This design comes from an exercise in tuning for small area on the open sky130 flow, not from production work.
In this exercise RTL edits were held to simulation tests only and were not proved equivalent to the original.

==> pepper: inputs <==
Design additive_layer_pixel_blend_unit, start of the top module:
module additive_layer_pixel_blend_unit #(
  parameter int MAX_LAYERS = 4
) (
  input  logic                               clk,
  input  logic                               rst,
  input  logic                               start,
  output logic                               busy,
  input  logic [7:0]                         bg_red,
  input  logic [7:0]                         bg_green,
  input  logic [7:0]                         bg_blue,
  input  logic [7:0]                         layer0_level,
  input  logic [7:0]                         layer1_level,
  input  logic [7:0]                         layer2_level,
  input  logic [7:0]                         layer3_level,
  output logic                               done,
  output logic [7:0]                         out_red,
  output logic [7:0]                         out_green,
  output logic [7:0]                         out_blue,
  input  logic                               cfg_valid,
  output logic                               cfg_ready,
  input  logic [alpb_pkg::CFG_INDEX_W-1:0]   cfg_index,
  input  logic [alpb_pkg::CFG_DATA_W-1:0]    cfg_data
);
==> flow/config.mk <==
export PLATFORM = sky130hd
export DESIGN_NAME = additive_layer_pixel_blend_unit
export DESIGN_NICKNAME = additive_layer_pixel_blend_unit
export VERILOG_FILES = /design/flow/design.v
export SDC_FILE = /design/flow/constraint.sdc
export NUM_CORES = 4
export LEC_CHECK = 0
export ABC_AREA = 1
export CAP_MARGIN = 20
export CORE_MARGIN = 2
export CORE_UTILIZATION = 40
export GPL_TIMING_DRIVEN = 0
export SLEW_MARGIN = 20
==> flow/constraint.sdc <==
create_clock -name core_clock -period 5.5 [get_ports {clk}]
set_input_delay 1.1000 -clock core_clock [delete_from_list [all_inputs] [get_ports {clk}]]
set_output_delay 1.1000 -clock core_clock [all_outputs]
set_load 0.01 [all_outputs]
standard.sh (not shown) runs the stock make flow with config.mk's settings and CLKGATE_MAP_FILE= SYNTH_SCRIPT=/design/flow/synth_recipe.tcl, a recipe that flattens the netlist after the stock synthesis.
==> flow/flow/run.sh <==
#!/bin/bash
# Own layout flow: the standard synthesis; then netlist passes that keep
# every register (cell, name and function) and change only the logic between
# them: faflip.py removes inverters around full adders (a full adder is
# self-dual), Yosys/ABC re-maps the remaining gates for area (full adders,
# half adders and registers are kept as they are), and faflip.py runs again;
# then the standard layout steps, with the port buffers given as buf_1.
# Each tool's output goes to a log file of its own in the work folder.
set -euo pipefail
cd "$(dirname "$0")/.."
R=orfs/results/${FLOW_PLATFORM}/additive_layer_pixel_blend_unit/base
LIB=${FLOW_HOME}/platforms/${FLOW_PLATFORM}/lib/sky130_fd_sc_hd__tt_025C_1v80.lib
YOSYS=${FLOW_HOME}/../tools/install/yosys/bin/yosys
EXTRA=()
if [[ -f flow/extra.mk ]]; then
  while IFS= read -r line; do [[ -n "$line" ]] && EXTRA+=("$line"); done < flow/extra.mk
fi
bash standard.sh "${EXTRA[@]}" synth > synth.log 2>&1
cp $R/1_2_yosys.v synth_netlist.v
python3 flow/faflip.py synth_netlist.v flip1.v > faflip1.log 2>&1
sed -e "s#@LIB@#$LIB#g" -e "s#@IN@#flip1.v#" -e "s#@OUT@#remap.v#" -e "s#@TOP@#${FLOW_TOP}#g" \
    -e "s#@SCRIPT@#flow/remap.abc#" -e "s#@DONTUSE@#$(cat flow/dontuse.txt)#" flow/remap.ys.in > remap.ys
$YOSYS -q -l remap.log remap.ys > remap.out 2>&1
python3 flow/faflip.py remap.v $R/1_2_yosys.v > faflip2.log 2>&1
rm -f $R/1_synth.odb $R/1_synth.sdc
bash standard.sh "${EXTRA[@]}" finish > layout.log 2>&1
==> flow/flow/extra.mk <==
BUFFER_PORTS_ARGS=-buffer_cell sky130_fd_sc_hd__buf_1
CTS_ARGS=-sink_clustering_enable -repair_clock_nets -dont_use_dummy_load -sink_clustering_size 25 -sink_clustering_max_diameter 80
Other scripts of this flow, unchanged in this note and not shown: flow/flow/dontuse.txt, flow/flow/faflip.py, flow/flow/remap.abc, flow/flow/remap.ys.in
==> inputs of fjord, as changes to pepper <==
--- a/flow/design.v
+++ b/flow/design.v
@@ -20,21 +20,20 @@
   endfunction
 endpackage
 `timescale 1ns / 1ps
 module alpb_lane (
   input  logic [7:0] tint,
-  input  logic       en,
   input  logic [7:0] l1,     
   input  logic [9:0] l3,     
   output logic [7:0] hi,
   output logic       cy
 );
   logic [3:0] s1, s2, s3;
   for (genvar i = 0; i < 4; i++) begin : g_sel
-    assign s1[i] = en &  tint[2*i] & ~tint[2*i+1];
-    assign s2[i] = en & ~tint[2*i] &  tint[2*i+1];
-    assign s3[i] = en &  tint[2*i] &  tint[2*i+1];
+    assign s1[i] =  tint[2*i] & ~tint[2*i+1];
+    assign s2[i] = ~tint[2*i] &  tint[2*i+1];
+    assign s3[i] =  tint[2*i] &  tint[2*i+1];
   end
   wire pp0 = (s1[0] & l1[0]) | (s3[0] & l3[0]);
   wire pp1 = (s1[0] & l1[1]) | (s2[0] & l1[0]) | (s3[0] & l3[1]);
   wire pp2 = (s1[0] & l1[2]) | (s2[0] & l1[1]) | (s3[0] & l3[2]);
   wire pp3 = (s1[0] & l1[3]) | (s2[0] & l1[2]) | (s3[0] & l3[3]);
@@ -301,26 +300,55 @@
   wire c65 = ~((~s30 & ~c47) | (~s30 & ~s48) | (~c47 & ~s48));
   wire s66 = ~(~s34 ^ c49 ^ s50);
   wire c67 = ~((~s34 & ~c49) | (~s34 & ~s50) | (~c49 & ~s50));
   wire s68 = ~(~s36 ^ s52);
   wire c69 = ~(~s36 | ~s52);
-  wire s70 = ~(~c53 ^ s54 ^ c69);
-  wire c71 = ~((~c53 & ~s54) | (~c53 & ~c69) | (~s54 & ~c69));
-  wire s72 = ~(~c55 ^ s56 ^ c71);
-  wire c73 = ~((~c55 & ~s56) | (~c55 & ~c71) | (~s56 & ~c71));
-  wire s74 = ~(~c57 ^ s58 ^ c73);
-  wire c75 = ~((~c57 & ~s58) | (~c57 & ~c73) | (~s58 & ~c73));
-  wire s76 = ~(~c59 ^ s60 ^ c75);
-  wire c77 = ~((~c59 & ~s60) | (~c59 & ~c75) | (~s60 & ~c75));
-  wire s78 = ~(~c61 ^ s62 ^ c77);
-  wire c79 = ~((~c61 & ~s62) | (~c61 & ~c77) | (~s62 & ~c77));
-  wire s80 = ~(~c63 ^ s64 ^ c79);
-  wire c81 = ~((~c63 & ~s64) | (~c63 & ~c79) | (~s64 & ~c79));
-  wire s82 = ~(~c65 ^ s66 ^ c81);
-  wire c83 = ~((~c65 & ~s66) | (~c65 & ~c81) | (~s66 & ~c81));
-  wire [7:0] low = {s82, s80, s78, s76, s74, s72, s70, s68};
-  wire over = c83 | c33 | c35 | c51 | c67;
+  wire s70 = ~(~c53 ^ s54);
+  wire c71 = ~(~c53 | ~s54);
+  wire s72 = ~(~c55 ^ s56);
+  wire c73 = ~(~c55 | ~s56);
+  wire s74 = ~(~c57 ^ s58);
+  wire c75 = ~(~c57 | ~s58);
+  wire s76 = ~(~c59 ^ s60);
+  wire c77 = ~(~c59 | ~s60);
+  wire s78 = ~(~c61 ^ s62);
+  wire c79 = ~(~c61 | ~s62);
+  wire s80 = ~(~c63 ^ s64);
+  wire c81 = ~(~c63 | ~s64);
+  wire s82 = ~(~c65 ^ s66);
+  wire c83 = ~(~c65 | ~s66);
+  wire g84 = c71 | (s70 & c69);
+  wire p85 = s70 & s68;
+  wire g86 = c75 | (s74 & c73);
+  wire p87 = s74 & s72;
+  wire g88 = c79 | (s78 & c77);
+  wire p89 = s78 & s76;
+  wire g90 = c83 | (s82 & c81);
+  wire p91 = s82 & s80;
+  wire g92 = g86 | (p87 & g84);
+  wire p93 = p87 & p85;
+  wire g94 = g90 | (p91 & g88);
+  wire p95 = p91 & p89;
+  wire g96 = g94 | (p95 & g92);
+  wire p97 = p95 & p93;
+  wire g98 = g88 | (p89 & g92);
+  wire p99 = p89 & p93;
+  wire g100 = c73 | (s72 & g84);
+  wire p101 = s72 & p85;
+  wire g102 = c77 | (s76 & g92);
+  wire p103 = s76 & p93;
+  wire g104 = c81 | (s80 & g98);
+  wire p105 = s80 & p99;
+  wire x106 = s70 ^ c69;
+  wire x107 = s72 ^ g84;
+  wire x108 = s74 ^ g100;
+  wire x109 = s76 ^ g92;
+  wire x110 = s78 ^ g102;
+  wire x111 = s80 ^ g98;
+  wire x112 = s82 ^ g104;
+  wire [7:0] low = {x112, x111, x110, x109, x108, x107, x106, s68};
+  wire over = g96 | c33 | c35 | c51 | c67;
   assign pix = over ? 8'hff : low;
 endmodule
 `timescale 1ns / 1ps
 module additive_layer_pixel_blend_unit #(
   parameter int MAX_LAYERS = 4
@@ -379,17 +407,16 @@
     always_ff @(posedge clk) begin
       if (cfg_valid && cfg_index == 3'(k + 1)) tint[k] <= cfg_data;
     end
   end
   logic [3:0][9:0] l3_q;
-  logic [3:0][7:0] lvl_in;
-  assign lvl_in = {layer3_level, layer2_level, layer1_level, layer0_level};
+  logic [3:0][7:0] lvl_raw, lvl_in;
+  assign lvl_raw = {layer3_level, layer2_level, layer1_level, layer0_level};
   for (genvar k = 0; k < 4; k++) begin : g_triple
-    logic [7:0] l;
     logic [9:0] l3;
-    assign l = lvl_in[k];
-    alpb_triple u_triple (.l(l), .l3(l3));
+    assign lvl_in[k] = (en_n[k] & tint_ok[k]) ? lvl_raw[k] : 8'd0;
+    alpb_triple u_triple (.l(lvl_in[k]), .l3(l3));
     always_ff @(posedge clk) l3_q[k] <= l3;
   end
   always_ff @(posedge clk) begin
     lvl <= lvl_in;
     bg  <= {bg_red, bg_green, bg_blue};
@@ -398,17 +425,14 @@
     if (rst) vld <= 1'b0;
     else     vld <= start;
   end
   for (genvar k = 0; k < 4; k++) begin : g_layer
     logic [9:0] l3;
-    logic       en;
     assign l3 = l3_q[k];
-    assign en = en_n[k] & tint_ok[k];
     for (genvar c = 0; c < 3; c++) begin : g_ch
       alpb_lane u_lane (
         .tint (tint[k][8*c +: 8]),
-        .en   (en),
         .l1   (lvl[k]),
         .l3   (l3),
         .hi   (hi[k][8*c +: 8]),
         .cy   (cy[k][c])
       );
@@ -429,19 +453,10 @@
       .hi  ({hi_q[3][8*c +: 8], hi_q[2][8*c +: 8], hi_q[1][8*c +: 8], hi_q[0][8*c +: 8]}),
       .cy  ({cy_q[3][c], cy_q[2][c], cy_q[1][c], cy_q[0][c]}),
       .pix (pix[8*c +: 8])
     );
   end
-  logic [23:0] pix_q;
-  logic        done_q;
-  always_ff @(posedge clk) begin
-    pix_q <= pix;
-  end
-  always_ff @(posedge clk) begin
-    if (rst) done_q <= 1'b0;
-    else     done_q <= vld_q;
-  end
-  assign done      = done_q;
-  assign out_red   = pix_q[23:16];
-  assign out_green = pix_q[15:8];
-  assign out_blue  = pix_q[7:0];
+  assign done      = vld_q;
+  assign out_red   = pix[23:16];
+  assign out_green = pix[15:8];
+  assign out_blue  = pix[7:0];
 endmodule
==> flow/flow/extra.mk (replaced) <==
BUFFER_PORTS_ARGS=-buffer_cell sky130_fd_sc_hd__buf_1
CTS_ARGS=-sink_clustering_enable -repair_clock_nets -dont_use_dummy_load -sink_clustering_size 30 -sink_clustering_max_diameter 100
Settings changed: GPL_TIMING_DRIVEN 0 to 1.
==> flow_summary_export.csv <==
group,metric,value,unit
outcome,status,"finished clean",
worst_setup_path,r2r-start,"tint[1][16]",
worst_setup_path,rrSetupSlack,0.18,ns
placement,dp_cells,3659,
detailed_routing,met3WireLength,8570,µm
sta,whs,0.300,ns
worst_setup_path,worst_setup_path_end_kind,"flop",
final_layout,final_util,45.6,%
final_layout,ff_latch_area,8110,µm²
global_route,track_usage,27.4,%
global_route,grt_start_max_net_pins,26,
final_layout,n_antenna_cell,7,
worst_setup_path,cp_slowest_stage_delay,0.61,ns
detailed_routing,wl_met1,40600,µm
sta,finalCritPeriodShare,96.7,%
clocking,cts_resized,60,
sta,finClkSkew,0.0578,ns
Source of the figures above: pepper

==> flow_summary_export.csv <==
group,metric,value,unit
sta,whs,0.327,ns
global_route,track_usage,24.6,%
outcome,status,"finished clean",
final_layout,ff_latch_area,7580,µm²
sta,finClkSkew,0.0573,ns
sta,finalCritPeriodShare,97.1,%
clocking,cts_resized,1,
final_layout,final_util,44.3,%
worst_setup_path,r2r-start,"lvl[3]",
placement,dp_cells,3838,
worst_setup_path,cp_slowest_stage_delay,0.52,ns
worst_setup_path,rrSetupSlack,0.35,ns
global_route,grt_start_max_net_pins,31,
worst_setup_path,worst_setup_path_end_kind,"output pin",
detailed_routing,met3WireLength,6400,µm
detailed_routing,viasPerCell,5.80,
final_layout,n_antenna_cell,3,
Source of the figures above: fjord

## static timing again, ports no longer ideal
The results above use ideal ports. As a check the final layouts listed here were re-extracted and re-timed, cells and wires unchanged.
Step 1 assumes that a clkbuf_16 drives the clock port and a buf_2 every other input.
Step 2 times the ports against the registers' clock, not the clock port: input delays grow and output delays shrink by t, the midpoint of the rising clock arrivals with the driver on.
Three values: ideal, step 1, step 2; two values: the first two.
| run | t (ns) | setup slack, ns | worst setup path after step 2 | worst register clock-pin slew, ns | worst data-port slew with drivers (ns) |
|---|---|---|---|---|---|
| pepper | 0.651 | 0.180 / 0.180 / 0.180 | register to register | 0.09 / 0.09 | 0.17 |
| fjord | 0.599 | 0.157 / 0.094 / 0.353 | register to register | 0.11 / 0.11 | 0.04 |
After both steps setup and hold are still met in every run listed.
